Background: an optimization exercise with open tools, aiming at small area. Do not read the settings as production practice. Function was checked by simulation only, so behaviour that the tests miss may differ from the original. Power is estimated from default activity; no workload was simulated.

==> flow/flow/run.sh <==
#!/bin/bash
# Own layout flow: the standard synthesis, then every cell set to its
# smallest drive before floorplanning (the resizer sizes up what timing or
# slew needs), small port buffers and a clock tree of fewer, larger
# clusters without dummy loads.
set -euo pipefail
W=$(pwd)
R=$W/orfs/results/$FLOW_PLATFORM/pacman_core/base
export CTS_ARGS="${CTS_ARGS_OVERRIDE:--sink_clustering_enable -repair_clock_nets -dont_use_dummy_load -buf_list sky130_fd_sc_hd__clkbuf_16 -sink_clustering_size 25 -sink_clustering_max_diameter 90}"
export BUFFER_PORTS_ARGS="-buffer_cell sky130_fd_sc_hd__buf_1"

bash standard.sh synth > "$W/synth.log" 2>&1
RESULTS=$R openroad -no_init -exit flow/shrink.tcl > "$W/shrink.log" 2>&1
bash standard.sh > "$W/layout.log" 2>&1
==> flow/flow/shrink.tcl <==
# Swap every standard cell of the synthesised netlist to the smallest-area
# drive strength of the same function.
read_db $::env(RESULTS)/1_synth.odb
set db [ord::get_db]
set block [ord::get_db_block]
set area {}
set by_base {}
foreach lib [$db getLibs] {
  foreach m [$lib getMasters] {
    set n [$m getName]
    if {[string match "*lpflow*" $n] || [string match "*probe*" $n]} { continue }
    if {[regexp {^(sky130_fd_sc_hd__[a-z0-9]+)_([0-9]+)$} $n -> base drive]} {
      dict lappend by_base $base $m
    }
  }
}
set swapped 0
set before 0.0
set after 0.0
foreach inst [$block getInsts] {
  set m [$inst getMaster]
  set n [$m getName]
  set a [expr {[$m getWidth] * [$m getHeight]}]
  set before [expr {$before + $a}]
  if {[regexp {^(sky130_fd_sc_hd__[a-z0-9]+)_([0-9]+)$} $n -> base drive] && [dict exists $by_base $base]} {
    set best $m
    set best_a $a
    foreach c [dict get $by_base $base] {
      set ca [expr {[$c getWidth] * [$c getHeight]}]
      # on equal area keep the stronger cell
      if {$ca < $best_a || ($ca == $best_a && [$c getName] ne [$best getName] && \
          [regexp {_([0-9]+)$} [$c getName] -> cd] && [regexp {_([0-9]+)$} [$best getName] -> bd] && $cd > $bd && $cd <= $drive)} {
        set best $c
        set best_a $ca
      }
    }
    if {$best ne $m} {
      if {[$inst swapMaster $best]} { incr swapped }
    }
  }
  set after [expr {$after + [[$inst getMaster] getWidth] * [[$inst getMaster] getHeight]}]
}
set dbu [$block getDbUnitsPerMicron]
puts "shrink: swapped $swapped cells, area [expr {$before / $dbu / $dbu}] -> [expr {$after / $dbu / $dbu}] um2"
write_db $::env(RESULTS)/1_synth.odb
==> flow/standard.sh <==
#!/bin/bash
# synth_recipe.tcl (not shown) runs the flow's synth.tcl, then flattens the netlist and writes it again
# the make line also repeats each setting of config.mk as NAME=value (left out here)
make -C /OpenROAD-flow-scripts/flow DESIGN_CONFIG=/design/flow/config.mk WORK_HOME=/design/flow/orfs CLKGATE_MAP_FILE= SYNTH_SCRIPT=/design/flow/synth_recipe.tcl "${@:-finish}"
==> flow/config.mk <==
export PLATFORM = sky130hd
export DESIGN_NAME = pacman_core
export DESIGN_NICKNAME = pacman_core
export VERILOG_FILES = /design/flow/design.v
export SDC_FILE = /design/flow/constraint.sdc
export NUM_CORES = 4
export LEC_CHECK = 0
export CAP_MARGIN = 30
export CELL_PAD_IN_SITES_DETAIL_PLACEMENT = 1
export CELL_PAD_IN_SITES_GLOBAL_PLACEMENT = 1
export CORE_MARGIN = 2
export CORE_UTILIZATION = 40
export PLACE_DENSITY = 0.7
export SLEW_MARGIN = 30
export SYNTH_HIERARCHICAL = 1
export SYNTH_MEMORY_MAX_BITS = 8192
export SYNTH_MINIMUM_KEEP_SIZE = 0
==> flow/constraint.sdc <==
create_clock -name core_clock -period 10.0 [get_ports {CLOCK_50}]
set_input_delay 2.0000 -clock core_clock [delete_from_list [all_inputs] [get_ports {CLOCK_50}]]
set_output_delay 2.0000 -clock core_clock [all_outputs]
set_load 0.01 [all_outputs]
==> flow/design.v <==
`default_nettype none
package pacman_pkg;
	localparam int MAP_COLS = 40;
	localparam int MAP_ROWS = 30;
	localparam int TILE_PX = 16;
	localparam int COL_W = 6;
	localparam int ROW_W = 5;
	localparam logic [COL_W-1:0] START_X = 6'd20;
	localparam logic [ROW_W-1:0] START_Y = 5'd15;
	localparam int WALL_COL = 10;
	localparam int WALL_ROW_LO = 5;
	localparam int WALL_ROW_HI = 24;
	localparam int PILL_LO = 6;
	localparam int PILL_HI = 9;
	localparam int PAC_LO = 2;
	localparam int PAC_HI = 13;
	localparam logic [23:0] COLOR_WALL = 24'h2121de;
	localparam logic [23:0] COLOR_PILL = 24'hffb8ae;
	localparam logic [23:0] COLOR_PACMAN = 24'hffff00;
	localparam logic [7:0] KEY_UP = 8'h75;
	localparam logic [7:0] KEY_DOWN = 8'h72;
	localparam logic [7:0] KEY_LEFT = 8'h6b;
	localparam logic [7:0] KEY_RIGHT = 8'h74;
	localparam int STATE_W = 4;
	localparam logic [STATE_W-1:0] ST_IDLE = 4'd0;
	localparam logic [STATE_W-1:0] ST_INIT = 4'd1;
	localparam logic [STATE_W-1:0] ST_INIT_END = 4'd2;
	localparam logic [STATE_W-1:0] ST_CHECK = 4'd3;
	localparam logic [STATE_W-1:0] ST_CLEAR = 4'd4;
	localparam logic [STATE_W-1:0] ST_WR_CLEAR = 4'd5;
	localparam logic [STATE_W-1:0] ST_REREAD = 4'd6;
	localparam logic [STATE_W-1:0] ST_PUT = 4'd7;
	localparam logic [STATE_W-1:0] ST_FINISH = 4'd8;
endpackage
`default_nettype wire
`default_nettype none
import pacman_pkg::*;
module keyboard_process (
	input logic CLOCK_50,
	input logic rst_n,
	input logic [7:0] scan_code,
	input logic code_valid,
	input logic make_break,
	output logic up,
	output logic down,
	output logic left,
	output logic right
);
	logic up_held;
	logic down_held;
	logic left_held;
	logic right_held;
	always_ff @(posedge CLOCK_50 or negedge rst_n) begin
		if (!rst_n) begin
			up_held <= 1'b0;
			down_held <= 1'b0;
			left_held <= 1'b0;
			right_held <= 1'b0;
		end else if (code_valid) begin
			case (scan_code)
				KEY_UP: begin
					up_held <= make_break;
				end
				KEY_DOWN: begin
					down_held <= make_break;
				end
				KEY_LEFT: begin
					left_held <= make_break;
				end
				KEY_RIGHT: begin
					right_held <= make_break;
				end
				default: begin
				end
			endcase
		end
	end
	assign up = up_held;
	assign down = down_held & ~up_held;
	assign left = left_held & ~up_held & ~down_held;
	assign right = right_held & ~up_held & ~down_held & ~left_held;
endmodule
`default_nettype wire
`default_nettype none
import pacman_pkg::*;
module pacman_loc_ctrl (
	input logic CLOCK_50,
	input logic rst_n,
	input logic start,
	input logic step_tick,
	input logic up,
	input logic down,
	input logic left,
	input logic right,
	output logic init_wr,
	output logic [ROW_W-1:0] init_cnt,
	output logic clr_wr,
	output logic put_wr,
	output logic [COL_W-1:0] tgt_x,
	output logic [ROW_W-1:0] tgt_y,
	input logic tgt_pill,
	output logic [COL_W-1:0] pl_x,
	output logic [ROW_W-1:0] pl_y,
	output logic [COL_W-1:0] pac_x,
	output logic [ROW_W-1:0] pac_y,
	output logic [15:0] pill_count,
	output logic busy,
	output logic move_done,
	output logic move_blocked
);
	logic [STATE_W-1:0] state;
	logic [ROW_W-1:0] row_cnt;
	logic [COL_W-1:0] nxt_x;
	logic [ROW_W-1:0] nxt_y;
	logic got_pill;
	logic move_req;
	logic tgt_wall;
	logic restart;
	logic [10:0] pills;
	always_comb begin
		nxt_x = pac_x;
		nxt_y = pac_y;
		if (up) begin
			nxt_y = pac_y - 1'b1;
		end else if (down) begin
			nxt_y = pac_y + 1'b1;
		end else if (left) begin
			nxt_x = pac_x - 1'b1;
		end else if (right) begin
			nxt_x = pac_x + 1'b1;
		end
	end
	assign move_req = step_tick & (up | down | left | right) & (state == ST_IDLE);
	assign busy = (state != ST_IDLE);
	assign tgt_wall = (tgt_y == '0) || (tgt_y == ROW_W'(MAP_ROWS - 1)) || (tgt_x == '0) ||
		(tgt_x == COL_W'(MAP_COLS - 1)) ||
		((tgt_x == COL_W'(WALL_COL)) && (tgt_y >= ROW_W'(WALL_ROW_LO)) && (tgt_y <= ROW_W'(WALL_ROW_HI)));
	assign restart = (state == ST_INIT) || (state == ST_INIT_END);
	assign init_wr = restart;
	assign pl_x = restart ? tgt_x : pac_x;
	assign pl_y = restart ? tgt_y : pac_y;
	assign init_cnt = row_cnt;
	assign clr_wr = (state == ST_WR_CLEAR);
	assign put_wr = (state == ST_FINISH);
	assign pill_count = {5'd0, pills};
	always_ff @(posedge CLOCK_50 or negedge rst_n) begin
		if (!rst_n) begin
			state <= ST_IDLE;
			pac_x <= START_X;
			pac_y <= START_Y;
			pills <= '0;
			move_done <= 1'b0;
			move_blocked <= 1'b0;
		end else begin
			move_done <= 1'b0;
			move_blocked <= 1'b0;
			if (start) begin
				state <= ST_INIT;
				pills <= '0;
				pac_x <= START_X;
				pac_y <= START_Y;
			end else begin
				case (state)
					ST_IDLE: begin
						if (move_req) begin
							state <= ST_CHECK;
						end
					end
					ST_INIT: begin
						if (row_cnt == ROW_W'(MAP_ROWS - 1)) begin
							state <= ST_INIT_END;
						end
					end
					ST_INIT_END: state <= ST_IDLE;
					ST_CHECK: begin
						if (tgt_wall) begin
							move_done <= 1'b1;
							move_blocked <= 1'b1;
							state <= ST_IDLE;
						end else begin
							state <= ST_CLEAR;
						end
					end
					ST_CLEAR: state <= ST_WR_CLEAR;
					ST_WR_CLEAR: state <= ST_REREAD;
					ST_REREAD: state <= ST_PUT;
					ST_PUT: begin
						pac_x <= tgt_x;
						pac_y <= tgt_y;
						if (got_pill) begin
							pills <= pills + 1'b1;
						end
						state <= ST_FINISH;
					end
					ST_FINISH: begin
						move_done <= 1'b1;
						state <= ST_IDLE;
					end
					default: state <= ST_IDLE;
				endcase
			end
		end
	end
	always_ff @(posedge CLOCK_50) begin
		if (start) begin
			row_cnt <= '0;
		end else if (state == ST_INIT) begin
			row_cnt <= row_cnt + 1'b1;
		end
	end
	always_ff @(posedge CLOCK_50) begin
		if (start && !restart) begin
			tgt_x <= pac_x;
			tgt_y <= pac_y;
		end else if (move_req) begin
			tgt_x <= nxt_x;
			tgt_y <= nxt_y;
		end
		if (state == ST_CHECK) begin
			got_pill <= tgt_pill && !(tgt_x == START_X && tgt_y == START_Y);
		end
	end
endmodule
`default_nettype wire
`default_nettype none
import pacman_pkg::*;
module map_ram (
	input logic CLOCK_50,
	input logic init_wr,
	input logic [ROW_W-1:0] init_cnt,
	input logic clr_wr,
	input logic put_wr,
	input logic [COL_W-1:0] wr_x,
	input logic [ROW_W-1:0] wr_y,
	input logic [COL_W-1:0] pl_x,
	input logic [ROW_W-1:0] pl_y,
	input logic [COL_W-1:0] rd_x,
	input logic [ROW_W-1:0] rd_y,
	output logic pill_a,
	output logic pac_a,
	output logic pill_b
);
	logic [MAP_ROWS-1:0][MAP_COLS-1:0] eaten;
	logic [MAP_ROWS-1:0] keep_r;
	logic [MAP_ROWS-1:0] rs_b;
	logic [MAP_COLS-1:0] put_c;
	logic pl_vis;
	logic st_vis;
	always_comb begin
		for (int r = 0; r < MAP_ROWS; r++) begin
			keep_r[r] = !(init_wr && (init_cnt == ROW_W'(r + 1)));
			rs_b[r] = (wr_y == ROW_W'(r));
		end
		for (int c = 0; c < MAP_COLS; c++) begin
			put_c[c] = put_wr && (wr_x == COL_W'(c));
		end
	end
	for (genvar r = 0; r < MAP_ROWS; r++) begin : g_row
		for (genvar c = 0; c < MAP_COLS; c++) begin : g_col
			localparam bit NONE = (r == 0) || (r == MAP_ROWS - 1) || (c == 0) || (c == MAP_COLS - 1) ||
				((c == WALL_COL) && (r >= WALL_ROW_LO) && (r <= WALL_ROW_HI)) ||
				((c == int'(START_X)) && (r == int'(START_Y)));
			if (NONE) begin : g_none
				assign eaten[r][c] = 1'b1;
			end else begin : g_bit
				eaten_bit u_bit (
					.CLOCK_50(CLOCK_50),
					.keep(keep_r[r]),
					.put_r(rs_b[r]),
					.put_c(put_c[c]),
					.eaten(eaten[r][c])
				);
			end
		end
	end
	always_ff @(posedge CLOCK_50) begin
		if (put_wr) begin
			pl_vis <= 1'b1;
		end else if (clr_wr) begin
			pl_vis <= 1'b0;
			st_vis <= 1'b0;
		end else if (init_wr) begin
			if (pl_y + 1'b1 == init_cnt) begin
				pl_vis <= 1'b0;
			end
			if (init_cnt == START_Y + 1'b1) begin
				st_vis <= 1'b1;
			end
		end
	end
	logic [MAP_ROWS-1:0] rs_a_n;
	logic [MAP_COLS-1:0] cs_a;
	logic [MAP_COLS-1:0] cs_b;
	logic [MAP_COLS-1:0] col_a;
	logic [MAP_COLS-1:0] col_b;
	always_comb begin
		for (int r = 0; r < MAP_ROWS; r++) begin
			rs_a_n[r] = (rd_y != ROW_W'(r));
		end
		for (int c = 0; c < MAP_COLS; c++) begin
			cs_a[c] = (rd_x == COL_W'(c));
			cs_b[c] = (wr_x == COL_W'(c));
		end
	end
	for (genvar c = 0; c < MAP_COLS; c++) begin : g_rd
		if (c == 0 || c == MAP_COLS - 1) begin : g_none
			assign col_a[c] = 1'b0;
			assign col_b[c] = 1'b0;
		end else begin : g_tree
			logic [MAP_ROWS-3:0] e;
			for (genvar r = 1; r < MAP_ROWS - 1; r++) begin : g_e
				assign e[r-1] = eaten[r][c];
			end
			if (c == WALL_COL) begin : g_wall
				localparam int N = (WALL_ROW_LO - 1) + (MAP_ROWS - 2 - WALL_ROW_HI);
				pill_pick #(.N(N)) rd_a (
					.eaten({e[MAP_ROWS-3:WALL_ROW_HI], e[WALL_ROW_LO-2:0]}),
					.sel_n({rs_a_n[MAP_ROWS-2:WALL_ROW_HI+1], rs_a_n[WALL_ROW_LO-1:1]}),
					.pill(col_a[c])
				);
				free_pick #(.N(N)) rd_b (
					.eaten({e[MAP_ROWS-3:WALL_ROW_HI], e[WALL_ROW_LO-2:0]}),
					.sel({rs_b[MAP_ROWS-2:WALL_ROW_HI+1], rs_b[WALL_ROW_LO-1:1]}),
					.pill(col_b[c])
				);
			end else if (c == int'(START_X)) begin : g_start
				localparam int SY = int'(START_Y);
				pill_pick #(.N(MAP_ROWS - 3)) rd_a (
					.eaten({e[MAP_ROWS-3:SY], e[SY-2:0]}),
					.sel_n({rs_a_n[MAP_ROWS-2:SY+1], rs_a_n[SY-1:1]}),
					.pill(col_a[c])
				);
				free_pick #(.N(MAP_ROWS - 3)) rd_b (
					.eaten({e[MAP_ROWS-3:SY], e[SY-2:0]}),
					.sel({rs_b[MAP_ROWS-2:SY+1], rs_b[SY-1:1]}),
					.pill(col_b[c])
				);
			end else begin : g_open
				pill_pick #(.N(MAP_ROWS - 2)) rd_a (
					.eaten(e),
					.sel_n(rs_a_n[MAP_ROWS-2:1]),
					.pill(col_a[c])
				);
				free_pick #(.N(MAP_ROWS - 2)) rd_b (
					.eaten(e),
					.sel(rs_b[MAP_ROWS-2:1]),
					.pill(col_b[c])
				);
			end
		end
	end
	sel_or #(.N(MAP_COLS - 2)) pick_a (
		.d(col_a[MAP_COLS-2:1]),
		.s(cs_a[MAP_COLS-2:1]),
		.y(pill_a)
	);
	sel_or #(.N(MAP_COLS - 2)) pick_b (
		.d(col_b[MAP_COLS-2:1]),
		.s(cs_b[MAP_COLS-2:1]),
		.y(pill_b)
	);
	assign pac_a = (pl_vis && pl_x == rd_x && pl_y == rd_y) ||
		(st_vis && rd_x == START_X && rd_y == START_Y);
endmodule
module eaten_bit (
	input logic CLOCK_50,
	input logic keep,
	input logic put_r,
	input logic put_c,
	output logic eaten
);
	always_ff @(posedge CLOCK_50) begin
		eaten <= (eaten & keep) | (put_r & put_c);
	end
endmodule
module free_pick #(
	parameter int N = 2
) (
	input logic [N-1:0] eaten,
	input logic [N-1:0] sel,
	output logic pill
);
	localparam int G3 = N / 3;
	localparam int R = N % 3;
	localparam int G = G3 + ((R != 0) ? 1 : 0);
	logic [G-1:0] g;
	for (genvar i = 0; i < G3; i++) begin : g_grp
		sel3_n grp (
			.d(eaten[3*i +: 3]),
			.s(sel[3*i +: 3]),
			.y_n(g[i])
		);
	end
	if (R == 2) begin : g_rest2
		sel2_n grp (
			.d(eaten[N-1 -: 2]),
			.s(sel[N-1 -: 2]),
			.y_n(g[G-1])
		);
	end else if (R == 1) begin : g_rest1
		assign g[G-1] = ~(eaten[N-1] & sel[N-1]);
	end
	assign pill = &g;
endmodule
module pill_pick #(
	parameter int N = 2
) (
	input logic [N-1:0] eaten,
	input logic [N-1:0] sel_n,
	output logic pill
);
	localparam int G = (N + 1) / 2;
	logic [G-1:0] g;
	for (genvar i = 0; i < N / 2; i++) begin : g_pair
		pill_pick2 pair (
			.eaten(eaten[2*i +: 2]),
			.sel_n(sel_n[2*i +: 2]),
			.pill(g[i])
		);
	end
	if (N % 2 == 1) begin : g_rest
		assign g[G-1] = ~(eaten[N-1] | sel_n[N-1]);
	end
	assign pill = |g;
endmodule
module pill_pick2 (
	input logic [1:0] eaten,
	input logic [1:0] sel_n,
	output logic pill
);
	assign pill = ~((eaten[0] | sel_n[0]) & (eaten[1] | sel_n[1]));
endmodule
module sel_or #(
	parameter int N = 2
) (
	input logic [N-1:0] d,
	input logic [N-1:0] s,
	output logic y
);
	localparam int G3 = N / 3;
	localparam int R = N % 3;
	localparam int G = G3 + ((R != 0) ? 1 : 0);
	logic [G-1:0] g_n;
	for (genvar i = 0; i < G3; i++) begin : g_grp
		sel3_n grp (
			.d(d[3*i +: 3]),
			.s(s[3*i +: 3]),
			.y_n(g_n[i])
		);
	end
	if (R == 2) begin : g_rest2
		sel2_n grp (
			.d(d[N-1 -: 2]),
			.s(s[N-1 -: 2]),
			.y_n(g_n[G-1])
		);
	end else if (R == 1) begin : g_rest1
		assign g_n[G-1] = ~(d[N-1] & s[N-1]);
	end
	assign y = ~&g_n;
endmodule
module sel3_n (
	input logic [2:0] d,
	input logic [2:0] s,
	output logic y_n
);
	assign y_n = ~|(d & s);
endmodule
module sel2_n (
	input logic [1:0] d,
	input logic [1:0] s,
	output logic y_n
);
	assign y_n = ~|(d & s);
endmodule
`default_nettype none
import pacman_pkg::*;
module tile_pixel_gen (
	input logic CLOCK_50,
	input logic rst_n,
	input logic [9:0] pix_x,
	input logic [8:0] pix_y,
	output logic [COL_W-1:0] rd_x,
	output logic [ROW_W-1:0] rd_y,
	input logic pill_a,
	input logic pac_a,
	output logic [7:0] r,
	output logic [7:0] g,
	output logic [7:0] b
);
	logic [1:0] cls;
	logic [1:0] cls_s1;
	logic [1:0] cls_s2;
	logic [3:0] off_x;
	logic [3:0] off_y;
	logic in_grid;
	logic wall;
	logic in_pill;
	logic in_pac;
	assign rd_x = COL_W'(pix_x / TILE_PX);
	assign rd_y = ROW_W'(pix_y / TILE_PX);
	assign off_x = 4'(pix_x % TILE_PX);
	assign off_y = 4'(pix_y % TILE_PX);
	assign in_grid = (rd_y < ROW_W'(MAP_ROWS)) && (rd_x < COL_W'(MAP_COLS));
	assign wall = (rd_y == '0) || (rd_y == ROW_W'(MAP_ROWS - 1)) || (rd_x == '0) ||
		(rd_x == COL_W'(MAP_COLS - 1)) ||
		((rd_x == COL_W'(WALL_COL)) && (rd_y >= ROW_W'(WALL_ROW_LO)) && (rd_y <= ROW_W'(WALL_ROW_HI)));
	assign in_pill = (off_x >= PILL_LO) && (off_x <= PILL_HI) &&
		(off_y >= PILL_LO) && (off_y <= PILL_HI);
	assign in_pac = (off_x >= PAC_LO) && (off_x <= PAC_HI) &&
		(off_y >= PAC_LO) && (off_y <= PAC_HI);
	always_comb begin
		cls = 2'd0;
		if (in_grid) begin
			if (wall) begin
				cls = 2'd1;
			end else if (pac_a) begin
				cls = in_pac ? 2'd3 : 2'd0;
			end else if (pill_a) begin
				cls = in_pill ? 2'd2 : 2'd0;
			end
		end
	end
	always_ff @(posedge CLOCK_50) begin
		cls_s1 <= cls;
	end
	always_ff @(posedge CLOCK_50 or negedge rst_n) begin
		if (!rst_n) begin
			cls_s2 <= 2'd0;
		end else begin
			cls_s2 <= cls_s1;
		end
	end
	always_comb begin
		case (cls_s2)
			2'd1: {r, g, b} = COLOR_WALL;
			2'd2: {r, g, b} = COLOR_PILL;
			2'd3: {r, g, b} = COLOR_PACMAN;
			default: {r, g, b} = 24'h000000;
		endcase
	end
endmodule
`default_nettype wire
`default_nettype none
import pacman_pkg::*;
module pacman_core (
	input logic CLOCK_50,
	input logic rst_n,
	input logic [7:0] scan_code,
	input logic code_valid,
	input logic make_break,
	input logic start,
	input logic step_tick,
	input logic [9:0] pix_x,
	input logic [8:0] pix_y,
	output logic [7:0] r,
	output logic [7:0] g,
	output logic [7:0] b,
	output logic [COL_W-1:0] pac_x,
	output logic [ROW_W-1:0] pac_y,
	output logic [15:0] pill_count,
	output logic busy,
	output logic move_done,
	output logic move_blocked
);
	logic up;
	logic down;
	logic left;
	logic right;
	logic init_wr;
	logic [ROW_W-1:0] init_cnt;
	logic clr_wr;
	logic put_wr;
	logic [COL_W-1:0] tgt_x;
	logic [ROW_W-1:0] tgt_y;
	logic tgt_pill;
	logic [COL_W-1:0] pl_x;
	logic [ROW_W-1:0] pl_y;
	logic [COL_W-1:0] rd_x;
	logic [ROW_W-1:0] rd_y;
	logic pill_a;
	logic pac_a;
	keyboard_process keyboard_ctrl (
		.CLOCK_50(CLOCK_50),
		.rst_n(rst_n),
		.scan_code(scan_code),
		.code_valid(code_valid),
		.make_break(make_break),
		.up(up),
		.down(down),
		.left(left),
		.right(right)
	);
	pacman_loc_ctrl pac_loc (
		.CLOCK_50(CLOCK_50),
		.rst_n(rst_n),
		.start(start),
		.step_tick(step_tick),
		.up(up),
		.down(down),
		.left(left),
		.right(right),
		.init_wr(init_wr),
		.init_cnt(init_cnt),
		.clr_wr(clr_wr),
		.put_wr(put_wr),
		.tgt_x(tgt_x),
		.tgt_y(tgt_y),
		.tgt_pill(tgt_pill),
		.pl_x(pl_x),
		.pl_y(pl_y),
		.pac_x(pac_x),
		.pac_y(pac_y),
		.pill_count(pill_count),
		.busy(busy),
		.move_done(move_done),
		.move_blocked(move_blocked)
	);
	map_ram map_mem (
		.CLOCK_50(CLOCK_50),
		.init_wr(init_wr),
		.init_cnt(init_cnt),
		.clr_wr(clr_wr),
		.put_wr(put_wr),
		.wr_x(tgt_x),
		.wr_y(tgt_y),
		.pl_x(pl_x),
		.pl_y(pl_y),
		.rd_x(rd_x),
		.rd_y(rd_y),
		.pill_a(pill_a),
		.pac_a(pac_a),
		.pill_b(tgt_pill)
	);
	tile_pixel_gen pix_gen (
		.CLOCK_50(CLOCK_50),
		.rst_n(rst_n),
		.pix_x(pix_x),
		.pix_y(pix_y),
		.rd_x(rd_x),
		.rd_y(rd_y),
		.pill_a(pill_a),
		.pac_a(pac_a),
		.r(r),
		.g(g),
		.b(b)
	);
endmodule
`default_nettype wire
==> results.py, run 1 <==
metrics = {
    "cts": {
        "htree_levels": 2,
        "root_buffer": "clkbuf_16",
        "cts_setup_buffers": 0,
        "cts_buffer_depth": 3,
        "cts_sinks": 1098,
        "clk_latency_ns": 0.74,
        "cts_resized": 0,
        "cts_tree": "done",
        "cts_hold_buf": 0,
        "clk_pin_slew_ns": 0.08,
        "cts_buffers": 53,
    },
    "final_layout": {
        "fin_area_um2": 49200,
        "fin_util_pct": 45.2,
        "areaGrowthSynthToFinish_pct": 12.1,
        "drive_gt1_share_pct": 8.76,
        "fillerInstances": 11800,
        "fin_nets": 4327,
    },
    "sta": {
        "max_freq_mhz": 141,
        "min_period_over_period_pct": 70.8,
        "setup_violations": 0,
        "finClkSkew_ns": 0.0675,
        "period_minus_slack_ns": 7.08,
        "tightest_slew_ns": 1.15,
        "rsz0062_at_grt": "false",
        "hold-worst-slack_ns": 0.334,
        "hold_viol_final": 0,
        "slew_headroom_pct": 22.9,
        "slew_viol_final": 0,
        "final.setup.tns_ns": 0,
    },
    "detailed_routing": {
        "routed_wl_um": 227000,
        "route.antenna.remaining_nets": 0,
        "initialDrtViolationCount": 7521,
        "first_pass_iters": 8,
        "vias": 45400,
        "viasPerCell": 7.97,
        "post_drt_wl_per_cell_um": 39.8,
        "drc_errors": 0,
    },
    "grt": {
        "grt_pass1_vias": 44000,
        "grt_first_pass_wirelength_um": 319000,
        "grt.overflow.total": 0,
        "grt_util_met2_pct": 56.5,
        "grt_max_degree": 77,
        "top_usage_layer": "met2",
        "global_route.usage.met3_pct": 11.7,
        "gr-usage-met1_pct": 50.1,
        "grt_use_total_pct": 38.8,
        "antenna_found_initial": 10,
    },
    "critical_path": {
        "critical-path-max-stage-delay_ns": 1.05,
        "required_ns": 10.58,
        "crit_type": "in -> reg",
        "crit_top_cell": "nand4_1",
        "r2r_cells": 11,
        "arrival_ns": 7.66,
        "rrSetupSlack_ns": 4.66,
        "crit_family": "simple AND/OR/NAND/NOR gates",
        "cp-end-kind": "register",
        "cpMaxStageDelayCell": "a222oi_1",
        "cp_num_cells": 13,
        "worst-path-buf-inv": 2,
        "critPathLaunchType": "primary input",
        "crit_chain": "buf_1 -> and2b_1 -> nand2_2 -> buf_4 -> o22ai_1 -> nor4_1 -> nand4_1 -> a222oi_1 -> nand4_1 -> or4_1 -> a311oi_1 -> a31oi_1 -> and3_1",
        "worstPathMaxFanout": 20,
    },
    "pwr": {
        "p_per_area_nw_per_um2": 160,
        "power_uw": 7880,
        "ir_drop_mv": 0.147,
        "leakage_uw": 0.0181,
    },
    "synthesis": {
        "syn_inst": 4033,
        "netlist_area_um2": 43900,
        "syn_area_per_cell_um2": 10.9,
        "yosys_warnings": 11,
    },
    "placement": {
        "port_buffers": 78,
        "hpwl_um": 133000,
        "place_congestion": 0.940,
        "postPlaceCellArea_um2": 47800,
    },
    "die": {
        "fp.coreArea_um2": 109000,
        "io_pins": 87,
        "dieArea_um2": 112000,
        "start_util_pct": 40.3,
        "die_w_um": 335,
        "placementRows": 121,
        "die_height_um": 335,
    },
    "hold_path": {
        "hold_path_depth": 0,
        "hold_path_class": "reg -> reg",
    },
    "job": {
        "drv_cap": 0,
    },
    "outcome": {
        "outcome": "no timing/DRC/antenna violations",
    },
}
[routing by layer]
metal  wire length (um)  part of all wire, %
met1              85700                   38
met2              93100                   41
met3              30800                   14
met4              17000                  7.5
met5                 72                0.032
[metrics by stage]
step / setup slack, ns / cells
CTS: 3.44 / 5692
detailed placement: 2.72 / 5639
global route: 3.04 / 5694
floorplan: 4.65 / 4037
finish: 2.92 / 5696
global placement: 2.74 / 5636
[state kept, by name (all words and copies together), names as in the netlist, 2 cells and up]
name and cells:
pac_loc.pills 11, pac_loc.pac_y 5, pac_loc.row_cnt 5, pix_gen.cls_s1 2
pac_loc.pac_x 6, pac_loc.state 4, pix_gen.cls_s2 2, map_mem.g_row.g_col.g_bit.u_bit.eaten 1043
pac_loc.tgt_y 5, pac_loc.tgt_x 6
[report_power, final]
| part | internal (uW) | switching [uW] | total, uW |
|---|---|---|---|
| Combinational | 242 | 705 | 948 |
| Clock | 947 | 1490 | 2430 |
| Sequential | 4410 | 81.6 | 4500 |
| Total | 5600 | 2270 | 7880 |
[worst paths after layout]
| kind | startpoint | end |
|---|---|---|
| worst max register to register | pac_loc.tgt_y[3] | pac_loc.got_pill |
| worst min-delay path | pix_gen.cls_s1[1] | pix_gen.cls_s2[1] |
| min in group asynchronous | rst_n | pac_loc.move_blocked |
| worst max-delay path | pix_y[4] | pix_gen.cls_s1[1] |
| worst min register to register | pix_gen.cls_s1[1] | pix_gen.cls_s2[1] |
| max in group asynchronous | rst_n | pac_loc.state[0] |
[cells in the final DEF (no fill, tap or decap), types with 12 or more instances in the layout]
cell       instances
buf_4            164
nor3_1            14
nand3_1           59
xnor2_1           21
a22o_1          1045
nand4_1           99
edfxtp_1          13
buf_12            13
nand2_2           46
dfrtp_1           28
dfxtp_1         1051
a21oi_1           20
nor2_4            55
nor2b_1           16
nand2_1           96
a222oi_1         359
inv_1             15
nor2_1           160
xor2_1            14
o22ai_1          521
clkbuf_16         53
mux2_2            13
ha_1              12
nor4_1           115
a2111oi_0         26
buf_1             77
[final cells by class]
| type | instances | area (um^2) | area share (%) |
|---|---|---|---|
| Sequential cell | 1098 | 22300 | 45.3 |
| Multi-Input combinational cell | 2858 | 22000 | 44.6 |
| Timing Repair Buffer | 256 | 1790 | 3.64 |
| Tap cell | 1414 | 1770 | 3.60 |
| Clock buffer | 53 | 1330 | 2.70 |
| Inverter | 15 | 56.3 | 0.114 |
| Antenna cell | 2 | 5.00 | 0.0102 |
==> run 2, diff against run 1 <==
--- a/flow/config.mk
+++ b/flow/config.mk
@@ -12,3 +12,3 @@
 export CORE_UTILIZATION = 40
-export PLACE_DENSITY = 0.7
+export PLACE_DENSITY = 0.8
 export SLEW_MARGIN = 30
==> run 2 against run 1 <==
  * Still clean on timing, DRC and antenna
  * Sequential share of layout area up 0.46 points
  * Total power down 1.7%
  * Clock skew down 0.035 ns
  * Cell count down 0.88%
  * Combinational power down 4.1%
  * Clock-buffer cell count down 3
  * Synthesized cell count unchanged
  * Non-clock buffer count down 49
  * Critical endpoint unchanged
  * Largest power group unchanged
==> results.py, run 2 <==
metrics = {
    "outcome": {
        "outcome": "no timing/DRC/antenna violations",
    },
    "critical_path": {
        "crit_top_cell": "nand4_1",
        "crit_chain": "buf_1 -> nor2_1 -> nand2_2 -> buf_4 -> o22ai_1 -> nor4_1 -> nand4_1 -> a222oi_1 -> nand4_1 -> or4_1 -> a311oi_1 -> a31oi_1 -> and3_1",
        "reg2reg_from": "pac_loc.tgt_y[0]",
        "r2r_cells": 11,
        "worstPathMaxFanout": 24,
        "crit_type": "in -> reg",
        "required_ns": 10.58,
        "cpMaxStageDelayCell": "nand2_2",
        "cp-end-kind": "register",
        "critPathLaunch": "pix_y[6]",
        "r2r_end": "pac_loc.got_pill",
        "arrival_ns": 7.43,
        "critical-path-max-stage-delay_ns": 0.84,
        "crit_end": "pix_gen.cls_s1[1]",
        "critPathLaunchType": "primary input",
        "rrSetupSlack_ns": 4.52,
    },
    "cts": {
        "cts_hold_buf": 0,
        "clk_latency_ns": 0.70,
        "htree_levels": 2,
        "cts_setup_buffers": 0,
        "cts_sinks": 1098,
        "cts_tree": "done",
        "cts_resized": 0,
        "cts_buffer_depth": 3,
        "clk_pin_slew_ns": 0.10,
        "cts_buffers": 50,
        "root_buffer": "clkbuf_16",
    },
    "synthesis": {
        "netlist_area_um2": 43900,
        "yosys_warnings": 11,
        "syn_area_per_cell_um2": 10.9,
        "syn_inst": 4033,
    },
    "grt": {
        "grt_first_pass_wirelength_um": 300000,
        "grt_use_total_pct": 35.5,
        "grt.overflow.total": 0,
        "grt_max_degree": 75,
        "grt_pass1_vias": 44100,
        "antenna_found_initial": 7,
    },
    "placement": {
        "place_ws_ns": 2.85,
        "postPlaceCellArea_um2": 47400,
        "hpwl_um": 120000,
        "port_buffers": 78,
        "place_inst": 5592,
        "place_congestion": 0.947,
    },
    "die": {
        "dieArea_um2": 112000,
        "die_w_um": 335,
        "io_pins": 87,
        "die_height_um": 335,
        "start_util_pct": 40.3,
        "fp.coreArea_um2": 109000,
        "placementRows": 121,
    },
    "detailed_routing": {
        "routed_wl_um": 209000,
        "first_pass_iters": 9,
        "route.antenna.remaining_nets": 0,
        "post_drt_wl_per_cell_um": 37.1,
        "initialDrtViolationCount": 7983,
        "vias": 45200,
        "viasPerCell": 8.01,
        "drc_errors": 0,
    },
    "sta": {
        "tightest_slew_ns": 1.13,
        "rsz0062_at_grt": "false",
        "max_freq_mhz": 146,
        "setup_slack_ns": 3.16,
        "slew_headroom_pct": 22.5,
        "final.setup.tns_ns": 0,
        "min_period_over_period_pct": 68.4,
        "finClkSkew_ns": 0.0326,
        "setup_violations": 0,
        "period_minus_slack_ns": 6.84,
        "hold_viol_final": 0,
        "slew_viol_final": 0,
    },
    "final_layout": {
        "fin_util_pct": 44.7,
        "final_common_cell": "dfxtp_1",
        "top_register": "map_mem.g_row.g_col.g_bit.u_bit.eaten",
        "largest_reg_flops": 1043,
        "final_cells": 5646,
        "areaGrowthSynthToFinish_pct": 11.0,
        "layout_common_cells": "1051 x dfxtp_1, 1045 x a22o_1, 521 x o22ai_1, 359 x a222oi_1, 166 x nor2_1",
        "top_regs": "map_mem.g_row.g_col.g_bit.u_bit.eaten x1043, pac_loc.pills x11",
        "fin_area_um2": 48700,
        "fin_nets": 4275,
        "fillerInstances": 11800,
        "drive_gt1_share_pct": 7.47,
    },
    "job": {
        "drv_cap": 0,
    },
    "pwr": {
        "p_per_area_nw_per_um2": 159,
        "ir_drop_mv": 0.148,
        "leakage_uw": 0.0178,
    },
    "hold_path": {
        "hold_path_class": "reg -> reg",
        "hp-start": "pix_gen.cls_s1[0]",
    },
}
-- run 2: worst min path at each step --
stage / slack (ns) / to / cells after the start
after CTS: 0.34 / pix_gen.cls_s2[0] / 0
after global placement: 0.32 / pix_gen.cls_s2[0] / 0
after detailed placement: 0.32 / pix_gen.cls_s2[1] / 0
after floorplan: 0.32 / pix_gen.cls_s2[0] / 0
final: 0.34 / pix_gen.cls_s2[0] / 0
after global routing: 0.35 / pix_gen.cls_s2[0] / 0
-- run 2: worst max-delay path, delay by kind of cell --
kind	cells	cell delay [ns]
buffers and inverters	2	1.05
AO/OA/AOI/OAI	4	1.18
AND/OR/NAND/NOR	7	3.12
-- run 2: stage by stage --
step	hold slack [ns]	power [uW]
after floorplan	0.316	5030
after global placement	0.324	5420
after detailed placement	0.322	5440
after CTS	0.340	7680
after global routing	0.347	7890
final	0.336	7740
-- run 2: cell type report --
type	count	area [um^2]	share of cell area, %
Tap cell	1414	1770	3.63
Clock buffer	50	1250	2.57
Sequential cell	1098	22300	45.8
Inverter	15	56.3	0.116
Multi-Input combinational cell	2858	21900	44.9
Antenna cell	4	10.0	0.0206
Timing Repair Buffer	207	1440	2.95
-- run 2: layer usage --
layer / vias to the layer above / GRT usage, % / share of wire (%)
met1: 22600 / 44.3 / 36
met3: 995 / 11.5 / 15
li1: 18000 / - / -
met5: - / 0.174 / 0.017
met4: 6 / 22.2 / 7.6
met2: 3672 / 53.0 / 42
-- run 2: power breakdown --
group          total (uW)  internal [uW]  switching [uW]
sequential           4490           4410            78.9
combinational         909            235             673
clock                2340            896            1450
==> run 3, diff against run 2 <==
--- a/flow/config.mk
+++ b/flow/config.mk
@@ -8,3 +8,3 @@
 export CAP_MARGIN = 30
-export CELL_PAD_IN_SITES_DETAIL_PLACEMENT = 1
+export CELL_PAD_IN_SITES_DETAIL_PLACEMENT = 0
 export CELL_PAD_IN_SITES_GLOBAL_PLACEMENT = 1
@@ -12,3 +12,3 @@
 export CORE_UTILIZATION = 40
-export PLACE_DENSITY = 0.8
+export PLACE_DENSITY = 0.7
 export SLEW_MARGIN = 30
==> run 3 against run 2 <==
  * Non-clock buffer count increased by 49
  * Core utilization increased by 0.43 points
  * Clock power grew 3%
  * Total power up 1.2%
  * Sequential power hardly changed
  * Wire length is 5.2% higher
  * Register-to-register slack better by 0.15 ns
  * Combinational power is 3.2% higher
  * Cell count rose by 0.87%
  * Worst setup slack worse by 0.18 ns
  * Largest cell class unchanged
==> results.py, run 3 <==
metrics = {
    "final_layout": {
        "areaGrowthSynthToFinish_pct": 12.1,
        "final_common_cell": "dfxtp_1",
        "fin_nets": 4326,
        "largest_reg_flops": 1043,
        "layout_common_cells": "1051 x dfxtp_1, 1045 x a22o_1, 521 x o22ai_1, 359 x a222oi_1, 164 x buf_4",
        "fin_util_pct": 45.2,
        "top_regs": "map_mem.g_row.g_col.g_bit.u_bit.eaten x1043, pac_loc.pills x11",
        "top_register": "map_mem.g_row.g_col.g_bit.u_bit.eaten",
        "drive_gt1_share_pct": 8.74,
    },
    "sta": {
        "final.setup.tns_ns": 0,
        "rsz0062_at_grt": "false",
        "tightest_slew_ns": 1.15,
        "finClkSkew_ns": 0.0539,
        "slew_viol_final": 0,
        "period_minus_slack_ns": 7.03,
        "hold_viol_final": 0,
        "hold-worst-slack_ns": 0.335,
        "slew_headroom_pct": 21.3,
        "min_period_over_period_pct": 70.3,
        "setup_violations": 0,
        "max_freq_mhz": 142,
    },
    "critical_path": {
        "crit_type": "in -> reg",
        "arrival_ns": 7.61,
        "required_ns": 10.58,
        "worstPathMaxFanout": 14,
        "cp-end-kind": "register",
        "critPathLaunchType": "primary input",
    },
    "cts": {
        "cts_hold_buf": 0,
        "htree_levels": 2,
        "clk_latency_ns": 0.70,
        "cts_setup_buffers": 0,
        "cts_buffer_depth": 3,
        "cts_buffers": 52,
        "clk_pin_slew_ns": 0.08,
        "root_buffer": "clkbuf_16",
        "cts_tree": "done",
        "cts_resized": 0,
        "cts_sinks": 1098,
    },
    "die": {
        "die_height_um": 335,
        "start_util_pct": 40.3,
        "placementRows": 121,
        "io_pins": 87,
        "fp.coreArea_um2": 109000,
        "dieArea_um2": 112000,
        "die_w_um": 335,
    },
    "detailed_routing": {
        "drc_errors": 0,
        "post_drt_wl_per_cell_um": 38.7,
        "vias": 44500,
        "initialDrtViolationCount": 8178,
        "routed_wl_um": 220000,
        "viasPerCell": 7.82,
        "first_pass_iters": 10,
        "route.antenna.remaining_nets": 0,
    },
    "hold_path": {
        "hold_path_class": "reg -> reg",
    },
    "synthesis": {
        "syn_inst": 4033,
        "netlist_area_um2": 43900,
        "yosys_warnings": 11,
        "syn_area_per_cell_um2": 10.9,
    },
    "pwr": {
        "power.switching_uw": 2250,
        "p_int_uw": 5590,
        "power_frac_comb_pct": 12.0,
        "ir_drop_mv": 0.143,
        "power_switching_share_pct": 28.7,
        "leakage_uw": 0.0181,
        "p_per_area_nw_per_um2": 159,
        "p_clk_share_pct": 30.7,
        "seqPwrFrac_pct": 57.3,
    },
    "placement": {
        "hpwl_um": 127000,
        "port_buffers": 78,
        "place_congestion": 0.940,
    },
    "grt": {
        "antenna_found_initial": 2,
        "grt.overflow.total": 0,
        "grt_pass1_vias": 41300,
        "grt_max_degree": 77,
        "grt_first_pass_wirelength_um": 307000,
        "grt_use_total_pct": 37.6,
    },
    "job": {
        "drv_cap": 0,
    },
    "outcome": {
        "outcome": "no timing/DRC/antenna violations",
    },
}
[run 3: final cells by class]
class	instances	area, um^2
fillers	10300	59700
repair buffers	256	1790
well taps	1414	1770
inverters	15	56.3
flip-flops and latches	1098	22300
clock buffers	52	1300
diodes	2	5.00
multi-input cells	2858	22000
[run 3: critical path, stage by stage]
cell and delay [ns]:
buf_1 0.47, and2b_1 0.40, nand2_2 0.58, buf_4 0.43
o22ai_1 0.14, nor4_1 0.38, nand4_1 0.37, a222oi_1 0.98
nand4_1 0.49, or4_1 0.83, a311oi_1 0.29, a31oi_1 0.07
and3_1 0.17
[run 3: worst paths after layout]
| kind | start | end | slack (ns) | cells after the start |
|---|---|---|---|---|
| worst max-delay path | pix_y[4] | pix_gen.cls_s1[1] | 2.97 | 13 |
| worst min-delay path | pix_gen.cls_s1[0] | pix_gen.cls_s2[0] | 0.34 | 0 |
| worst max register to register | pac_loc.tgt_y[4] | pac_loc.got_pill | 4.67 | 11 |
| worst min register to register | pix_gen.cls_s1[0] | pix_gen.cls_s2[0] | 0.34 | 0 |
| max in group asynchronous | rst_n | keyboard_ctrl.right_held | 8.09 | 1 |
| min in group asynchronous | rst_n | pac_loc.pac_x[5] | 1.37 | 1 |
[run 3: power groups by stage]
stage / logic (uW) / clock network (uW) / registers (uW)
final: 938 / 2410 / 4490
after global placement: 882 / 0 / 4590
after detailed placement: 887 / 0 / 4590
after floorplan: 482 / 0 / 4540
after CTS: 891 / 2410 / 4490
after global routing: 953 / 2540 / 4500
[run 3: metal layers]
layer | share of wire, % | up-vias | track usage, % | routed length [um]
li1 | - | 18100 | - | -
met1 | 38 | 22000 | 49.4 | 83100
met2 | 40 | 3577 | 54.0 | 89200
met3 | 15 | 892 | 11.8 | 32000
met4 | 7.3 | 2 | 21.8 | 16100
met5 | 0.0050 | - | 0.347 | 11
[run 3: stage by stage]
step | cells | power (uW) | cell area (um^2) | setup slack, ns
6_report | 5695 | 7840 | 49200 | 2.97
5_1_grt | 5693 | 8000 | 49200 | 3.20
4_1_cts | 5691 | 7790 | 49100 | 3.44
3_5_place_dp | 5639 | 5480 | 47800 | 2.73
3_3_place_gp | 5636 | 5470 | 47600 | 2.74
2_1_floorplan | 4037 | 5030 | 43900 | 4.65
==> run 4, diff against run 3 <==
--- a/flow/flow/run.sh
+++ b/flow/flow/run.sh
@@ -4,3 +4,3 @@
 # slew needs), small port buffers and a clock tree of fewer, larger
-# clusters without dummy loads.
+# clusters of plain buf_12 drivers without dummy loads.
 set -euo pipefail
@@ -8,3 +8,3 @@
 R=$W/orfs/results/$FLOW_PLATFORM/pacman_core/base
-export CTS_ARGS="${CTS_ARGS_OVERRIDE:--sink_clustering_enable -repair_clock_nets -dont_use_dummy_load -buf_list sky130_fd_sc_hd__clkbuf_16 -sink_clustering_size 25 -sink_clustering_max_diameter 90}"
+export CTS_ARGS="${CTS_ARGS_OVERRIDE:--sink_clustering_enable -repair_clock_nets -dont_use_dummy_load -buf_list sky130_fd_sc_hd__buf_12 -sink_clustering_size 25 -sink_clustering_max_diameter 90}"
 export BUFFER_PORTS_ARGS="-buffer_cell sky130_fd_sc_hd__buf_1"
--- a/flow/config.mk
+++ b/flow/config.mk
@@ -8,3 +8,3 @@
 export CAP_MARGIN = 30
-export CELL_PAD_IN_SITES_DETAIL_PLACEMENT = 0
+export CELL_PAD_IN_SITES_DETAIL_PLACEMENT = 1
 export CELL_PAD_IN_SITES_GLOBAL_PLACEMENT = 1
@@ -12,3 +12,3 @@
 export CORE_UTILIZATION = 40
-export PLACE_DENSITY = 0.7
+export PLACE_DENSITY = 0.8
 export SLEW_MARGIN = 30
==> run 4 against run 3 <==
  * Global-route usage down 2.1 points
  * Critical endpoint unchanged
  * Wire length down 5.0%
  * Register-to-register slack worse by 0.10 ns
  * Cell count down 0.91%
  * Via count up 1.4%
  * Synthesized cell count unchanged
  * Die area unchanged
  * Still clean on timing, DRC and antenna
  * Non-clock buffer count down 49
  * Critical path depth unchanged
  * Worst hold slack better by 0.00054 ns
  * Cell area down 1.5%
==> results.py, run 4 <==
metrics = {
    "critical_path": {
        "cpMaxStageDelayCell": "or4_1",
        "arrival_ns": 7.45,
        "r2r_cells": 11,
        "cp-end-kind": "register",
        "crit_type": "in -> reg",
        "required_ns": 10.54,
        "critical-path-max-stage-delay_ns": 0.81,
        "crit_chain": "buf_1 -> and3b_1 -> nand2_2 -> buf_4 -> o22ai_1 -> nor4_1 -> nand4_1 -> a222oi_1 -> nand4_1 -> or4_1 -> a311oi_1 -> a31oi_1 -> and3_1",
        "worstPathMaxFanout": 26,
        "critPathLaunchType": "primary input",
        "crit_top_cell": "nand4_1",
    },
    "final_layout": {
        "final_common_cell": "dfxtp_1",
        "top_regs": "map_mem.g_row.g_col.g_bit.u_bit.eaten x1043, pac_loc.pills x11",
        "top_register": "map_mem.g_row.g_col.g_bit.u_bit.eaten",
        "fin_nets": 4275,
        "largest_reg_flops": 1043,
        "drive_gt1_share_pct": 7.47,
        "layout_common_cells": "1051 x dfxtp_1, 1045 x a22o_1, 521 x o22ai_1, 359 x a222oi_1, 166 x nor2_1",
        "areaGrowthSynthToFinish_pct": 10.4,
    },
    "cts": {
        "htree_levels": 2,
        "cts_tree": "done",
        "cts_hold_buf": 0,
        "cts_buffers": 50,
        "cts_setup_buffers": 0,
        "clk_latency_ns": 0.63,
        "root_buffer": "buf_12",
        "cts_resized": 0,
        "cts_sinks": 1098,
        "clk_pin_slew_ns": 0.11,
        "cts_buffer_depth": 3,
    },
    "detailed_routing": {
        "routed_wl_um": 209000,
        "vias": 45200,
        "viasPerCell": 8.00,
        "drc_errors": 0,
        "post_drt_wl_per_cell_um": 37.1,
        "initialDrtViolationCount": 8147,
        "route.antenna.remaining_nets": 0,
        "first_pass_iters": 11,
    },
    "die": {
        "die_w_um": 335,
        "fp.coreArea_um2": 109000,
        "start_util_pct": 40.3,
        "dieArea_um2": 112000,
        "die_height_um": 335,
        "io_pins": 87,
        "placementRows": 121,
    },
    "grt": {
        "grt_pass1_vias": 43900,
        "grt_max_degree": 75,
        "grt_first_pass_wirelength_um": 299000,
        "antenna_found_initial": 5,
        "grt.overflow.total": 0,
        "grt_use_total_pct": 35.5,
    },
    "pwr": {
        "ir_drop_mv": 0.152,
        "p_int_uw": 5420,
        "power_frac_comb_pct": 11.8,
        "seqPwrFrac_pct": 58.8,
        "power_switching_share_pct": 29.0,
        "power_uw": 7640,
        "p_per_area_nw_per_um2": 158,
        "p_clk_share_pct": 29.4,
        "leakage_uw": 0.0177,
        "power.switching_uw": 2220,
    },
    "synthesis": {
        "netlist_area_um2": 43900,
        "yosys_warnings": 11,
        "syn_area_per_cell_um2": 10.9,
        "syn_inst": 4033,
    },
    "sta": {
        "slew_headroom_pct": 20.3,
        "finClkSkew_ns": 0.0311,
        "min_period_over_period_pct": 69.1,
        "slew_viol_final": 0,
        "hold_viol_final": 0,
        "setup_violations": 0,
        "tightest_slew_ns": 1.17,
        "rsz0062_at_grt": "false",
        "period_minus_slack_ns": 6.91,
        "max_freq_mhz": 145,
        "setup_slack_ns": 3.09,
        "final.setup.tns_ns": 0,
    },
    "placement": {
        "place_ws_ns": 2.85,
        "hpwl_um": 120000,
        "port_buffers": 78,
        "place_congestion": 0.947,
    },
    "hold_path": {
        "hold_path_class": "reg -> reg",
        "hold_path_depth": 0,
    },
    "outcome": {
        "outcome": "no timing/DRC/antenna violations",
    },
    "job": {
        "drv_cap": 0,
    },
}
run 4: path summary, 6_finish.rpt:
kind | from | endpoint | slack, ns
min | pix_gen.cls_s1[0] | pix_gen.cls_s2[0] | 0.34
max | pix_y[7] | pix_gen.cls_s1[1] | 3.09
min reg2reg | pix_gen.cls_s1[0] | pix_gen.cls_s2[0] | 0.34
min in group asynchronous | rst_n | pac_loc.move_blocked | 1.44
max in group asynchronous | rst_n | keyboard_ctrl.left_held | 8.00
max reg2reg | pac_loc.tgt_y[0] | pac_loc.got_pill | 4.57
run 4: layout make-up:
type / instances / area, um^2
well taps: 1414 / 1770
inverters: 15 / 56.3
diodes: 1 / 2.50
fillers: 11800 / 60400
repair buffers: 207 / 1440
flip-flops and latches: 1098 / 22300
clock buffers: 50 / 1000
multi-input cells: 2858 / 21900
run 4: critical path: cells and delay by family:
kind / cells / cell delay [ns]
AND/OR/NAND/NOR: 7 / 2.80
AO/OA/AOI/OAI: 4 / 1.38
buffers and inverters: 2 / 1.22
run 4: metal layers:
layer  up-vias  track usage, %  wire [um]
met5         -               0         31
met4         4            21.8      16300
met3      1061            11.0      30600
met2      3684            53.1      87100
met1     22400            44.6      75400
li1      18000               -          -
run 4: per-stage QoR:
step | instance area, um^2 | hold WS (ns) | utilization [%] | std cells
global placement | 47300 | 0.324 | 43.5 | 5592
floorplan | 43900 | 0.316 | - | 4037
CTS | 48400 | 0.340 | 44.5 | 5642
finish | 48400 | 0.336 | 44.5 | 5643
detailed placement | 47400 | 0.322 | 43.6 | 5592
global route | 48400 | 0.347 | 44.5 | 5642
run 4: power by group through the flow:
stage	Clock, uW	Sequential (uW)	Combinational (uW)
2_1_floorplan	0	4540	482
3_3_place_gp	0	4590	833
3_5_place_dp	0	4590	854
4_1_cts	2240	4490	858
5_1_grt	2380	4500	916
6_report	2250	4490	905
==> run 5, diff against run 4 <==
--- a/flow/config.mk
+++ b/flow/config.mk
@@ -12,3 +12,3 @@
 export CORE_UTILIZATION = 40
-export PLACE_DENSITY = 0.8
+export PLACE_DENSITY = 0.9
 export SLEW_MARGIN = 30
==> run 5 against run 4 <==
  * Sequential share of layout area about the same
  * Clock skew grew 0.055 ns
  * Total power grew 0.77%
  * Combinational power rose by 2.8%
  * Sequential cell count is the same
  * Cell count rose by 0.28%
  * Clock power barely moved
  * Global-route usage up 1.1 points
  * Wire length increased by 2.3%
  * Core utilization about the same
  * Cell area about the same
  * Sequential power about the same
==> results.py, run 5 <==
metrics = {
    "outcome": {
        "outcome": "no timing/DRC/antenna violations",
    },
    "sta": {
        "slew_viol_final": 0,
        "setup_violations": 0,
        "slew_headroom_pct": 24.3,
        "final.setup.tns_ns": 0,
        "rsz0062_at_grt": "false",
        "tightest_slew_ns": 1.14,
        "max_freq_mhz": 139,
        "setup_slack_ns": 2.79,
        "finClkSkew_ns": 0.0863,
        "hold-worst-slack_ns": 0.334,
        "period_minus_slack_ns": 7.21,
        "min_period_over_period_pct": 72.1,
        "hold_viol_final": 0,
    },
    "pwr": {
        "power.switching_uw": 2270,
        "power_frac_comb_pct": 12.1,
        "power_uw": 7700,
        "p_per_area_nw_per_um2": 159,
        "ir_drop_mv": 0.148,
        "p_int_uw": 5440,
        "leakage_uw": 0.0177,
        "seqPwrFrac_pct": 58.3,
        "power_switching_share_pct": 29.4,
        "p_clk_share_pct": 29.6,
    },
    "grt": {
        "grt_first_pass_wirelength_um": 309000,
        "grt_use_total_pct": 36.6,
        "grt_max_degree": 77,
        "antenna_found_initial": 9,
        "grt.overflow.total": 0,
        "grt_pass1_vias": 46300,
    },
    "final_layout": {
        "layout_common_cells": "1051 x dfxtp_1, 1045 x a22o_1, 521 x o22ai_1, 359 x a222oi_1, 172 x nor2_1",
        "fillerInstances": 11900,
        "final_common_cell": "dfxtp_1",
        "top_regs": "map_mem.g_row.g_col.g_bit.u_bit.eaten x1043, pac_loc.pills x11",
        "largest_reg_flops": 1043,
        "fin_nets": 4284,
        "top_register": "map_mem.g_row.g_col.g_bit.u_bit.eaten",
        "areaGrowthSynthToFinish_pct": 10.5,
        "drive_gt1_share_pct": 7.60,
    },
    "die": {
        "io_pins": 87,
        "start_util_pct": 40.3,
        "placementRows": 121,
        "fp.coreArea_um2": 109000,
        "dieArea_um2": 112000,
        "die_height_um": 335,
        "die_w_um": 335,
    },
    "cts": {
        "cts_hold_buf": 0,
        "cts_sinks": 1098,
        "cts_buffers": 51,
        "htree_levels": 2,
        "clk_pin_slew_ns": 0.09,
        "clk_latency_ns": 0.63,
        "root_buffer": "buf_12",
        "cts_buffer_depth": 3,
        "cts_resized": 0,
        "cts_tree": "done",
        "cts_setup_buffers": 0,
    },
    "detailed_routing": {
        "drc_errors": 0,
        "vias": 46700,
        "post_drt_wl_per_cell_um": 37.8,
        "routed_wl_um": 214000,
        "first_pass_iters": 13,
        "route.antenna.remaining_nets": 0,
        "initialDrtViolationCount": 9415,
        "viasPerCell": 8.25,
    },
    "synthesis": {
        "syn_inst": 4033,
        "syn_area_per_cell_um2": 10.9,
        "netlist_area_um2": 43900,
        "yosys_warnings": 11,
    },
    "hold_path": {
        "hold_path_depth": 0,
        "hold_path_class": "reg -> reg",
        "hp-start": "pix_gen.cls_s1[0]",
        "worstHoldEndpoint": "pix_gen.cls_s2[0]",
    },
    "critical_path": {
        "r2r_cells": 11,
        "worstPathMaxFanout": 20,
        "reg2reg_from": "pac_loc.tgt_y[0]",
        "cp-end-kind": "register",
        "required_ns": 10.53,
        "r2r_end": "pac_loc.got_pill",
        "arrival_ns": 7.74,
        "crit_type": "in -> reg",
        "critPathLaunchType": "primary input",
        "rrSetupSlack_ns": 4.19,
    },
    "job": {
        "drv_cap": 0,
    },
    "placement": {
        "place_ws_ns": 3.03,
        "hpwl_um": 119000,
        "port_buffers": 78,
        "place_congestion": 0.938,
    },
}
==> run 5: through the flow <==
step	cell area, um^2	utilization, %	std cells
detailed placement	47400	43.5	5600
floorplan	43900	-	4037
finish	48500	44.5	5659
global placement	47300	43.4	5600
CTS	48400	44.5	5651
global route	48400	44.5	5652
==> run 5: layout make-up <==
type	count	area [um^2]	area share [%]
Multi-Input combinational cell	2858	21900	45.1
Sequential cell	1098	22300	46.0
Antenna cell	8	20.0	0.0413
Clock buffer	51	1020	2.11
Timing Repair Buffer	215	1450	2.99
Tap cell	1414	1770	3.65
Inverter	15	56.3	0.116
==> run 5: how the worst max path moves through the flow <==
stage,start,endpoint,slack (ns)
global route,pix_y[7],pix_gen.cls_s1[1],2.82
detailed placement,pix_y[6],pix_gen.cls_s1[1],3.03
CTS,pix_y[6],pix_gen.cls_s1[1],3.65
finish,pix_y[7],pix_gen.cls_s1[1],2.79
global placement,pix_y[7],pix_gen.cls_s1[1],3.11
floorplan,pac_loc.tgt_y[2],pac_loc.got_pill,4.65
==> run 5: power by group through the flow <==
stage               sequential (uW)  clock [uW]  combinational [uW]
global placement               4580           0                 819
CTS                            4490        2250                 857
floorplan                      4540           0                 482
detailed placement             4590           0                 852
global route                   4500        2410                 934
finish                         4490        2280                 930
==> run 5: per-layer routing <==
metal  wire, um  vias up  global-route usage [%]
met5         95        -                       0
met1      72400    22600                    44.1
met3      37800     1468                    16.9
met2      83400     4611                    50.4
met4      20500        6                    27.3
li1           -    18000                       -
==> run 5: worst max-delay path: stages <==
cell and delay [ns]:
buf_1 0.57, and3b_1 0.34, nand2_2 0.63, buf_4 0.64, o22ai_1 0.25, nor4_1 0.34
nand4_1 0.25, a222oi_1 1.00, nand4_1 0.27, or4_1 0.84, a311oi_1 0.32, a31oi_1 0.07
and3_1 0.16
==> run 6, diff against run 5 <==
--- a/flow/design.v
+++ b/flow/design.v
@@ -290,3 +290,4 @@
 	end
-	logic [MAP_ROWS-1:0] rs_a_n;
+	logic [MAP_ROWS-1:0] rs_a;
+	logic pill_a_any;
 	logic [MAP_COLS-1:0] cs_a;
@@ -297,3 +298,3 @@
 		for (int r = 0; r < MAP_ROWS; r++) begin
-			rs_a_n[r] = (rd_y != ROW_W'(r));
+			rs_a[r] = (rd_y == ROW_W'(r));
 		end
@@ -315,5 +316,5 @@
 				localparam int N = (WALL_ROW_LO - 1) + (MAP_ROWS - 2 - WALL_ROW_HI);
-				pill_pick #(.N(N)) rd_a (
+				free_pick #(.N(N)) rd_a (
 					.eaten({e[MAP_ROWS-3:WALL_ROW_HI], e[WALL_ROW_LO-2:0]}),
-					.sel_n({rs_a_n[MAP_ROWS-2:WALL_ROW_HI+1], rs_a_n[WALL_ROW_LO-1:1]}),
+					.sel({rs_a[MAP_ROWS-2:WALL_ROW_HI+1], rs_a[WALL_ROW_LO-1:1]}),
 					.pill(col_a[c])
@@ -327,5 +328,5 @@
 				localparam int SY = int'(START_Y);
-				pill_pick #(.N(MAP_ROWS - 3)) rd_a (
+				free_pick #(.N(MAP_ROWS - 3)) rd_a (
 					.eaten({e[MAP_ROWS-3:SY], e[SY-2:0]}),
-					.sel_n({rs_a_n[MAP_ROWS-2:SY+1], rs_a_n[SY-1:1]}),
+					.sel({rs_a[MAP_ROWS-2:SY+1], rs_a[SY-1:1]}),
 					.pill(col_a[c])
@@ -338,5 +339,5 @@
 			end else begin : g_open
-				pill_pick #(.N(MAP_ROWS - 2)) rd_a (
+				free_pick #(.N(MAP_ROWS - 2)) rd_a (
 					.eaten(e),
-					.sel_n(rs_a_n[MAP_ROWS-2:1]),
+					.sel(rs_a[MAP_ROWS-2:1]),
 					.pill(col_a[c])
@@ -354,4 +355,5 @@
 		.s(cs_a[MAP_COLS-2:1]),
-		.y(pill_a)
+		.y(pill_a_any)
 	);
+	assign pill_a = pill_a_any && !(rs_a[START_Y] && cs_a[START_X]);
 	sel_or #(.N(MAP_COLS - 2)) pick_b (
@@ -404,30 +406,2 @@
 endmodule
-module pill_pick #(
-	parameter int N = 2
-) (
-	input logic [N-1:0] eaten,
-	input logic [N-1:0] sel_n,
-	output logic pill
-);
-	localparam int G = (N + 1) / 2;
-	logic [G-1:0] g;
-	for (genvar i = 0; i < N / 2; i++) begin : g_pair
-		pill_pick2 pair (
-			.eaten(eaten[2*i +: 2]),
-			.sel_n(sel_n[2*i +: 2]),
-			.pill(g[i])
-		);
-	end
-	if (N % 2 == 1) begin : g_rest
-		assign g[G-1] = ~(eaten[N-1] | sel_n[N-1]);
-	end
-	assign pill = |g;
-endmodule
-module pill_pick2 (
-	input logic [1:0] eaten,
-	input logic [1:0] sel_n,
-	output logic pill
-);
-	assign pill = ~((eaten[0] | sel_n[0]) & (eaten[1] | sel_n[1]));
-endmodule
 module sel_or #(
--- a/flow/config.mk
+++ b/flow/config.mk
@@ -12,3 +12,3 @@
 export CORE_UTILIZATION = 40
-export PLACE_DENSITY = 0.9
+export PLACE_DENSITY = 0.8
 export SLEW_MARGIN = 30
==> run 6 against run 5 <==
  * Critical endpoint unchanged
  * Critical path depth rose by 2
  * Worst hold slack improved by 0.0016 ns
  * Global-route usage fell by 4.5 points
  * Sequential power barely moved
  * Non-clock buffer count rose by 4
  * Register-to-register slack improved by 0.23 ns
  * Largest cell class unchanged
  * Cell area fell by 0.19%
  * Via count fell by 8.6%
  * Die area fell by 0.17%
  * Clock skew rose by 0.020 ns
  * Largest power group unchanged
  * Critical path type unchanged
  * Total power fell by 3.5%
  * Synthesized cell count fell by 5.5%
==> results.py, run 6 <==
metrics = {
    "sta": {
        "setup_slack_ns": 3.25,
        "max_freq_mhz": 148,
        "setup_violations": 0,
        "slew_headroom_pct": 31.1,
        "tightest_slew_ns": 1.03,
        "slew_viol_final": 0,
        "finClkSkew_ns": 0.106,
        "period_minus_slack_ns": 6.75,
        "hold_viol_final": 0,
        "hold-worst-slack_ns": 0.335,
        "rsz0062_at_grt": "false",
        "final.setup.tns_ns": 0,
        "min_period_over_period_pct": 67.5,
    },
    "cts": {
        "clk_pin_slew_ns": 0.09,
        "cts_sinks": 1098,
        "cts_resized": 0,
        "cts_buffers": 51,
        "root_buffer": "buf_12",
        "cts_buffer_depth": 3,
        "clk_latency_ns": 0.68,
        "cts_tree": "done",
        "cts_setup_buffers": 0,
        "htree_levels": 2,
        "cts_hold_buf": 0,
    },
    "final_layout": {
        "final_common_cell": "dfxtp_1",
        "diodes": 0,
        "fillerInstances": 11600,
        "layout_common_cells": "1051 x dfxtp_1, 1045 x a22o_1, 694 x a222oi_1, 139 x buf_4, 134 x nand2_1",
        "final_cells": 5435,
        "top_register": "map_mem.g_row.g_col.g_bit.u_bit.eaten",
        "areaGrowthSynthToFinish_pct": 10.5,
        "largest_reg_flops": 1043,
        "multi_input_area_um2": 21900,
        "fin_area_um2": 48400,
        "fin_nets": 4068,
        "top_regs": "map_mem.g_row.g_col.g_bit.u_bit.eaten x1043, pac_loc.pills x11",
        "seq_area_um2": 22300,
        "drive_gt1_share_pct": 8.46,
    },
    "grt": {
        "grt_use_total_pct": 32.1,
        "grt_first_pass_wirelength_um": 276000,
        "grt_pass1_vias": 41800,
        "grt_max_degree": 63,
        "grt.overflow.total": 0,
        "antenna_found_initial": 3,
    },
    "critical_path": {
        "required_ns": 10.48,
        "reg2reg_from": "pac_loc.tgt_y[3]",
        "critPathLaunch": "pix_y[7]",
        "arrival_ns": 7.23,
        "cp-end-kind": "register",
        "worstPathMaxFanout": 30,
        "critPathLaunchType": "primary input",
        "crit_type": "in -> reg",
    },
    "detailed_routing": {
        "top_layer": "met5",
        "post_drt_wl_per_cell_um": 34.7,
        "initialDrtViolationCount": 8330,
        "wl_met1_um": 72200,
        "routed_wl_um": 189000,
        "vias": 42700,
        "wl_met3_um": 23600,
        "route.antenna.remaining_nets": 0,
        "drc_errors": 0,
        "met2_length_um": 79000,
        "viasPerCell": 7.85,
        "first_pass_iters": 14,
    },
    "pwr": {
        "p_per_area_nw_per_um2": 154,
        "leakage_uw": 0.0169,
        "ir_drop_mv": 0.129,
    },
    "die": {
        "die_w_um": 335,
        "dieArea_um2": 112000,
        "fp.coreArea_um2": 109000,
        "io_pins": 87,
        "die_height_um": 335,
        "placementRows": 121,
        "start_util_pct": 40.3,
    },
    "outcome": {
        "outcome": "no timing/DRC/antenna violations",
    },
    "hold_path": {
        "hold_path_class": "reg -> reg",
        "hp-start": "pix_gen.cls_s1[0]",
    },
    "synthesis": {
        "syn_inst": 3813,
        "syn_area_per_cell_um2": 11.5,
        "yosys_warnings": 11,
        "netlist_area_um2": 43800,
    },
    "job": {
        "drv_cap": 0,
    },
    "placement": {
        "postPlaceCellArea_um2": 47300,
        "place_congestion": 1.01,
        "port_buffers": 78,
        "hpwl_um": 112000,
        "place_inst": 5383,
        "place_ws_ns": 3.01,
    },
}
## run 6: path summary, 6_finish.rpt
check                                     to  slack, ns  cells after the start
max in group asynchronous   pac_loc.state[1]       7.96                      1
min in group asynchronous   pac_loc.state[3]       1.48                      1
setup reg to reg            pac_loc.got_pill       4.42                     11
hold reg to reg            pix_gen.cls_s2[0]       0.34                      0
hold / removal             pix_gen.cls_s2[0]       0.34                      0
setup / recovery           pix_gen.cls_s1[1]       3.25                     15
## run 6: worst max-delay path, stage by stage
cell and delay (ns):
buf_1 0.55, nand3_1 0.38, nor2_4 0.57, buf_4 0.58
a222oi_1 0.20, nand3_1 0.28, a2111oi_0 0.15, a222oi_1 0.40
buf_2 0.27, nand4_1 0.32, or4_1 0.74, nor2b_1 0.25
a311oi_1 0.28, a31oi_1 0.07, and3_1 0.17
## run 6: final cells by class
type	instances	area share (%)
sequential	1098	46.1
multi-input combinational	2639	45.3
tap	1414	3.66
timing repair buffer	219	2.79
clock buffer	51	2.11
inverter	14	0.109
## run 6: where the power goes
group / switching [uW] / internal, uW / leakage, uW
Combinational: 532 / 180 / 0.00740
Sequential: 78.2 / 4410 / 0.00902
Clock: 1440 / 793 / 0.000479
## run 6: metrics by stage
| step | util [%] | power (uW) |
|---|---|---|
| floorplan | - | 4950 |
| global placement | 43.5 | 5250 |
| detailed placement | 43.5 | 5270 |
| CTS | 44.5 | 7430 |
| global route | 44.5 | 7640 |
| finish | 44.5 | 7440 |
## run 6: per-layer routing
layer  up-vias  global-route usage, %
met2      3001                   47.3
met3       649                   8.32
met1     21500                   41.6
met4         6                   20.4
met5         -                 0.0434
li1      17500                      -

## separate check: timing with driven ports
How much do the figures lean on ideal ports? The routed layouts below were timed once more, with nothing changed but the port constraints. Step 1: set_driving_cell puts a clkbuf_16 on CLOCK_50 and a buf_2 on each other input, an assumption about the parent block. Step 2 also shifts input and output timing later by t, the mid clock arrival at the registers, as if the neighbouring blocks saw the same clock. a / b / c = ideal / step 1 / step 2; a / b = the first two.
run | shift t [ns] | setup WS [ns] | worst setup path at the end
run 1 | 0.762 | 2.920 / 2.965 / 2.202 | input to register
run 2 | 0.744 | 3.158 / 3.183 / 2.439 | input to register
run 3 | 0.756 | 2.974 / 3.022 / 2.265 | input to register
run 4 | 0.693 | 3.086 / 3.105 / 2.412 | input to register
run 5 | 0.682 | 2.788 / 2.803 / 2.120 | input to register
run 6 | 0.699 | 3.249 / 3.299 / 2.601 | input to register
After both steps every run listed still meets setup and hold. For run 2, which loses most, drivers alone change the setup slack by +0.025 ns; drivers and shift together by -0.719 ns.
